Source: an optimization exercise on an open RTL-to-GDS flow (aim: small area, a short achievable clock period and few clock cycles per item). Production flows keep margins and buffers that such runs may drop. At most, simulation tests tie the RTL to the original design; equivalence was not proved.

==> flow/design.v (excerpt) <==
module trimmed_mean_ph_converter
#(
    parameter int WINDOW      = DEF_WINDOW,
    parameter int DROP        = DEF_DROP,
    parameter int SAMPLE_BITS = DEF_SAMPLE_BITS
) (
    input  logic                   i_clk,
    input  logic                   i_rst_n,
    input  logic                   i_start,
    output logic                   o_busy,
    input  logic [SAMPLE_BITS-1:0] i_sample,
    output logic                   o_valid,
    output logic signed [PH_W-1:0] o_ph_milli,
    output logic [TSUM_W-1:0]      o_trimmed_sum,
    input  logic                   i_cfg_valid,
    output logic                   o_cfg_ready,
    input  logic [CFG_IDX_W-1:0]   i_cfg_index,
    input  logic [CFG_DATA_W-1:0]  i_cfg_data
);
    logic [SAMPLE_BITS-1:0] w_x;
    logic w_xv, w_first, w_pop_ok, w_pfirst, w_last;
    assign o_cfg_ready = 1'b1;
    tmpc_ctrl #(
        .WINDOW      (WINDOW),
        .DROP        (DROP),
        .SAMPLE_BITS (SAMPLE_BITS)
    ) u_ctrl (
        .i_clk    (i_clk),
        .i_rst_n  (i_rst_n),
        .i_start  (i_start),
        .i_sample (i_sample),
        .o_busy   (o_busy),
        .o_x      (w_x),
        .o_xv     (w_xv),
        .o_first  (w_first),
        .o_pop_ok (w_pop_ok),
        .o_pfirst (w_pfirst),
        .o_last   (w_last)
    );
    tmpc_dp #(
        .SAMPLE_BITS (SAMPLE_BITS)
    ) u_dp (
        .i_clk         (i_clk),
        .i_rst_n       (i_rst_n),
        .i_x           (w_x),
        .i_xv          (w_xv),
  ...
Size: about 210 flip-flops, roughly 10000 um2 of cells after synthesis.
==> module tmpc_dp, before the edit <==
module tmpc_dp
#(
    parameter int SAMPLE_BITS = DEF_SAMPLE_BITS
) (
    input  logic                         i_clk,
    input  logic                         i_rst_n,
    input  logic [SAMPLE_BITS-1:0]       i_x,
    input  logic                         i_xv,
    input  logic                         i_first,
    input  logic                         i_pop_ok,
    input  logic                         i_pfirst,
    input  logic                         i_last,
    input  logic                         i_cfg_wr,
    input  logic [CFG_IDX_W-1:0]         i_cfg_index,
    input  logic [CFG_DATA_W-1:0]        i_cfg_data,
    output logic                         o_valid,
    output logic signed [PH_W-1:0]       o_ph_milli,
    output logic [TSUM_W-1:0]            o_trimmed_sum
);
    localparam int SB  = SAMPLE_BITS;
    localparam int AW  = TSUM_W;           
    localparam int XW  = GAIN_W + 3;       
    localparam int PW  = XW - 2;           
    logic [SB-1:0] r_m1, r_m2;             
    logic          w_lt1, w_lt2;
    logic [SB-1:0] r_p;
    logic          r_pv, r_pfirst, r_plast;
    logic [SB-1:0] r_x1, r_x2;             
    logic          r_sub1, r_sub2, r_subx, r_done;
    tmpc_lt #(.W(SB)) u_lt1 (.i_a(i_x), .i_b(r_m1), .o_lt(w_lt1));
    tmpc_lt #(.W(SB)) u_lt2 (.i_a(i_x), .i_b(r_m2), .o_lt(w_lt2));
    always_ff @(posedge i_clk) begin
        if (i_first) begin
            r_m1 <= i_x;
            r_m2 <= '1;
        end else begin
            r_m1 <= w_lt1 ? i_x : r_m1;
            r_m2 <= w_lt1 ? r_m1 : (w_lt2 ? i_x : r_m2);
        end
    end
    logic [SB-1:0] w_x1n;                  
    always_ff @(posedge i_clk) begin
        if (r_pv && r_plast) begin
            r_p <= ~w_x1n;
        end else if (r_sub1) begin
            r_p <= ~r_x2;
        end else if (i_xv && i_pop_ok) begin
            r_p <= w_lt2 ? r_m2 : i_x;
        end else begin
            r_p <= '0;
        end
    end
    always_ff @(posedge i_clk) begin
        if (!i_rst_n) begin
            r_pv     <= 1'b0;
            r_pfirst <= 1'b0;
            r_plast  <= 1'b0;
        end else begin
            r_pv     <= i_xv && i_pop_ok;
            r_pfirst <= i_xv && i_pfirst;
            r_plast  <= i_xv && i_last;
        end
    end
    logic          w_gt1, w_gt2;
    logic [AW-1:0] r_acc;
    tmpc_lt #(.W(SB)) u_gt1 (.i_a(r_x1), .i_b(r_p), .o_lt(w_gt1));
    tmpc_lt #(.W(SB)) u_gt2 (.i_a(r_x2), .i_b(r_p), .o_lt(w_gt2));
    assign w_x1n = w_gt1 ? r_p : r_x1;
    always_ff @(posedge i_clk) begin
        if (r_pfirst) begin
            r_x1 <= r_p;
            r_x2 <= '0;
        end else begin
            r_x1 <= w_x1n;
            r_x2 <= w_gt1 ? r_x1 : (w_gt2 ? r_p : r_x2);
        end
    end
    always_ff @(posedge i_clk) begin
        r_acc <= (r_pfirst ? AW'(2) : r_acc) + {{(AW-SB){r_subx}}, r_p};
    end
    always_ff @(posedge i_clk) begin
        if (!i_rst_n) begin
            r_sub1 <= 1'b0;
            r_sub2 <= 1'b0;
            r_subx <= 1'b0;
            r_done <= 1'b0;
        end else begin
            r_sub1 <= r_pv && r_plast;
            r_sub2 <= r_sub1;
            r_subx <= (r_pv && r_plast) || r_sub1;
            r_done <= r_sub2;
        end
    end
    logic signed [OFFSET_W-1:0] r_offset;
    logic [GAIN_W-1:0]          r_gain;
    always_ff @(posedge i_clk) begin
        if (!i_rst_n) begin
            r_offset <= OFFSET_RESET;
            r_gain   <= GAIN_RESET;
        end else if (i_cfg_wr) begin
            if (i_cfg_index == REG_OFFSET) r_offset <= $signed(i_cfg_data[OFFSET_W-1:0]);
            if (i_cfg_index == REG_GAIN)   r_gain   <= i_cfg_data[GAIN_W-1:0];
        end
    end
    localparam int RW = 18;
    logic [RW-1:0]   r_sum;
    logic [3:0]      r_step;               
    logic            r_off;
    logic            r_valid;
    logic signed [XW-1:0] r_w;             
    logic signed [XW-1:0] r_b;             
    logic [2:0]      w_dig;
    logic            w_neg, w_one, w_two, w_off;
    logic signed [XW-1:0] w_bn;
    always_comb begin
        if (r_done) begin
            w_dig = {r_acc[1], r_acc[0], 1'b0};
        end else if (r_step != 4'd0 && r_step < 4'd8) begin
            w_dig = r_sum[3:1];
        end else begin
            w_dig = 3'b000;
        end
        w_neg = ~w_dig[2] & (w_dig[1] | w_dig[0]);     
        w_one = w_dig[1] ^ w_dig[0];
        w_two = (w_dig[2] & ~w_dig[1] & ~w_dig[0]) | (~w_dig[2] & w_dig[1] & w_dig[0]);
        w_off = (r_step == 4'd8);
        w_bn  = ({XW{w_one}} & XW'({1'b0, r_gain})) |
                ({XW{w_two}} & XW'({1'b0, r_gain, 1'b0})) |
                ({XW{w_off}} & {{(XW-OFFSET_W){r_offset[OFFSET_W-1]}}, r_offset});
        w_bn  = w_bn ^ {XW{w_neg}};
    end
    always_ff @(posedge i_clk) begin
        if (!i_rst_n) begin
            r_step  <= 4'd0;
            r_valid <= 1'b0;
        end else begin
            r_step  <= r_done ? 4'd1 :
                       ((r_step != 4'd0 && r_step != 4'd9) ? r_step + 4'd1 : 4'd0);
            r_valid <= (r_step == 4'd9);
        end
    end
    always_ff @(posedge i_clk) begin
        r_b   <= w_bn;
        r_off <= w_off;
    end
    always_ff @(posedge i_clk) begin
        if (r_done) begin
            r_sum <= RW'(r_acc);
        end else begin
            r_sum <= {r_sum[1:0], r_sum[RW-1:2]};
        end
    end
    logic [AW:0]          w_n;             
    logic [AW+1:0]        w_x;             
    logic                 w_xc;
    logic [AW+1:0]        w_ax;            
    logic signed [PW-1:0] w_p;
    logic signed [XW-1:0] w_a, w_s;
    logic                 w_sneg;          
    logic                 w_sat;
    assign w_ax = {1'b0, r_acc, 1'b0};
    always_comb begin
        for (int i = 0; i <= AW; i++) begin
            w_n[i] = ((i % 2) == 0) ? (~w_ax[i+2] & (w_ax[i+1] | w_ax[i])) : 1'b0;
        end
        w_xc = 1'b0;
        for (int i = 0; i < 8; i++) begin
            w_x[2*i]   = ~(w_n[2*i] ^ w_xc);
            w_x[2*i+1] = ~(w_n[2*i] | w_xc);
            w_xc       = w_xc | w_n[2*i];
        end
        w_x[16] = w_xc;
        w_p   = r_w[XW-1:2];
        w_a   = {{2{w_p[PW-1]}}, w_p};
        w_s   = w_a + r_b;
        w_sat = r_off & w_sneg;
    end
    tmpc_sum_sign #(.W(XW)) u_sat (
        .i_a    (w_a),
        .i_b    (XW'({~r_offset[OFFSET_W-1], r_offset})),
        .o_sign (w_sneg)
    );
    always_ff @(posedge i_clk) begin
        if (r_done) begin
            r_w <= XW'({w_x, 2'b00});
        end else begin
            r_w <= {w_s[XW-1:PH_W], w_s[PH_W-1] | w_sat, w_s[PH_W-2:0] & {(PH_W-1){~w_sat}}};
        end
    end
    assign o_valid       = r_valid;
    assign o_ph_milli    = r_w[PH_W-1:0];
    assign o_trimmed_sum = r_sum[AW-1:0];
endmodule
Settings: LEC_CHECK=0, CAP_MARGIN=20, CORE_MARGIN=2, CORE_UTILIZATION=40, SLEW_MARGIN=20; clock period 8.0 ns.
standard.sh (not shown) runs the stock make flow with config.mk's settings and CLKGATE_MAP_FILE= SYNTH_SCRIPT=/design/flow/synth_recipe.tcl, a recipe that flattens the netlist after the stock synthesis.
==> flow/flow/run.sh <==
#!/bin/bash
set -euo pipefail
export BUFFER_PORTS_ARGS="-buffer_cell sky130_fd_sc_hd__buf_2"
export CTS_ARGS="-sink_clustering_enable -repair_clock_nets -dont_use_dummy_load -sink_clustering_size 25 -sink_clustering_max_diameter 150 -buf_list sky130_fd_sc_hd__clkbuf_16 -root_buf sky130_fd_sc_hd__clkbuf_16 -distance_between_buffers 2000 -branching_point_buffers_distance 2000"
bash standard.sh SETUP_SLACK_MARGIN=5.2 finish > make_finish.log 2>&1
Edit:
--- a/flow/design.v
+++ b/flow/design.v
@@ -170,5 +170,10 @@
     end
     logic          w_gt1, w_gt2;
-    logic [AW-1:0] r_acc;
+    localparam int AL = 8;
+    logic [AL-1:0]    r_acc_lo;
+    logic [AW-AL-1:0] r_acc_hi;
+    logic             r_acc_c;
+    logic [AL:0]      w_acc_lo;
+    logic [AW-1:0]    w_acc;
     tmpc_lt #(.W(SB)) u_gt1 (.i_a(r_x1), .i_b(r_p), .o_lt(w_gt1));
     tmpc_lt #(.W(SB)) u_gt2 (.i_a(r_x2), .i_b(r_p), .o_lt(w_gt2));
@@ -183,6 +188,11 @@
         end
     end
+    assign w_acc = {r_acc_hi + (AW-AL)'(r_acc_c), r_acc_lo};
+    assign w_acc_lo = {1'b0, r_pfirst ? AL'(2) : r_acc_lo} + {1'b0, r_p[AL-1:0]};
     always_ff @(posedge i_clk) begin
-        r_acc <= (r_pfirst ? AW'(2) : r_acc) + {{(AW-SB){r_subx}}, r_p};
+        r_acc_lo <= w_acc_lo[AL-1:0];
+        r_acc_c  <= w_acc_lo[AL];
+        r_acc_hi <= (r_pfirst ? '0 : r_acc_hi) + {{(AW-SB){r_subx}}, r_p[SB-1:AL]}
+                    + (AW-AL)'(r_acc_c & ~r_pfirst);
     end
     always_ff @(posedge i_clk) begin
@@ -222,5 +232,5 @@
     always_comb begin
         if (r_done) begin
-            w_dig = {r_acc[1], r_acc[0], 1'b0};
+            w_dig = {r_acc_lo[1], r_acc_lo[0], 1'b0};
         end else if (r_step != 4'd0 && r_step < 4'd8) begin
             w_dig = r_sum[3:1];
@@ -253,5 +263,5 @@
     always_ff @(posedge i_clk) begin
         if (r_done) begin
-            r_sum <= RW'(r_acc);
+            r_sum <= RW'(w_acc);
         end else begin
             r_sum <= {r_sum[1:0], r_sum[RW-1:2]};
@@ -266,5 +276,5 @@
     logic                 w_sneg;          
     logic                 w_sat;
-    assign w_ax = {1'b0, r_acc, 1'b0};
+    assign w_ax = {1'b0, w_acc, 1'b0};
     always_comb begin
         for (int i = 0; i <= AW; i++) begin
Wire length fell by 6.1%.
Via count fell by about 4%.
Count of clock-buffer cells in the layout does not change.
Non-clock buffer count fell by 21.
Fmax rose by 3.6%.
Testbench counts after the change, summed over its fixed seeds: cycles 16,272, windows 1,600.
For the first run of this note, only the layout was checked, not whether the RTL still works.

==> afterwards: timing with drivers on the ports <==
How much do the figures lean on ideal ports? The routed layouts below were timed once more, with nothing changed but the port constraints.
Step 1 sets driving cells, clkbuf_16 on the clock port and buf_2 on the other inputs (assumed; they add their load-dependent delay and slew).
Step 2 also shifts input and output timing later by t, the mid clock arrival at the registers, as if the neighbouring blocks saw the same clock.
Three values: no drivers, after step 1, after step 2; two values: the first two.
run	t (ns)	setup slack, ns	latest minus earliest clock arrival (ns)	worst register clock-pin slew, ns
the first run	0.498	5.155 / 5.155 / 5.063	0.055 / 0.054	0.11 / 0.11
the second run	0.496	5.255 / 5.207 / 5.083	0.047 / 0.047	0.10 / 0.10
After both steps setup and hold are still met in every run listed. For the second run, which loses most, drivers alone change the setup slack by -0.048 ns; drivers and shift together by -0.172 ns.
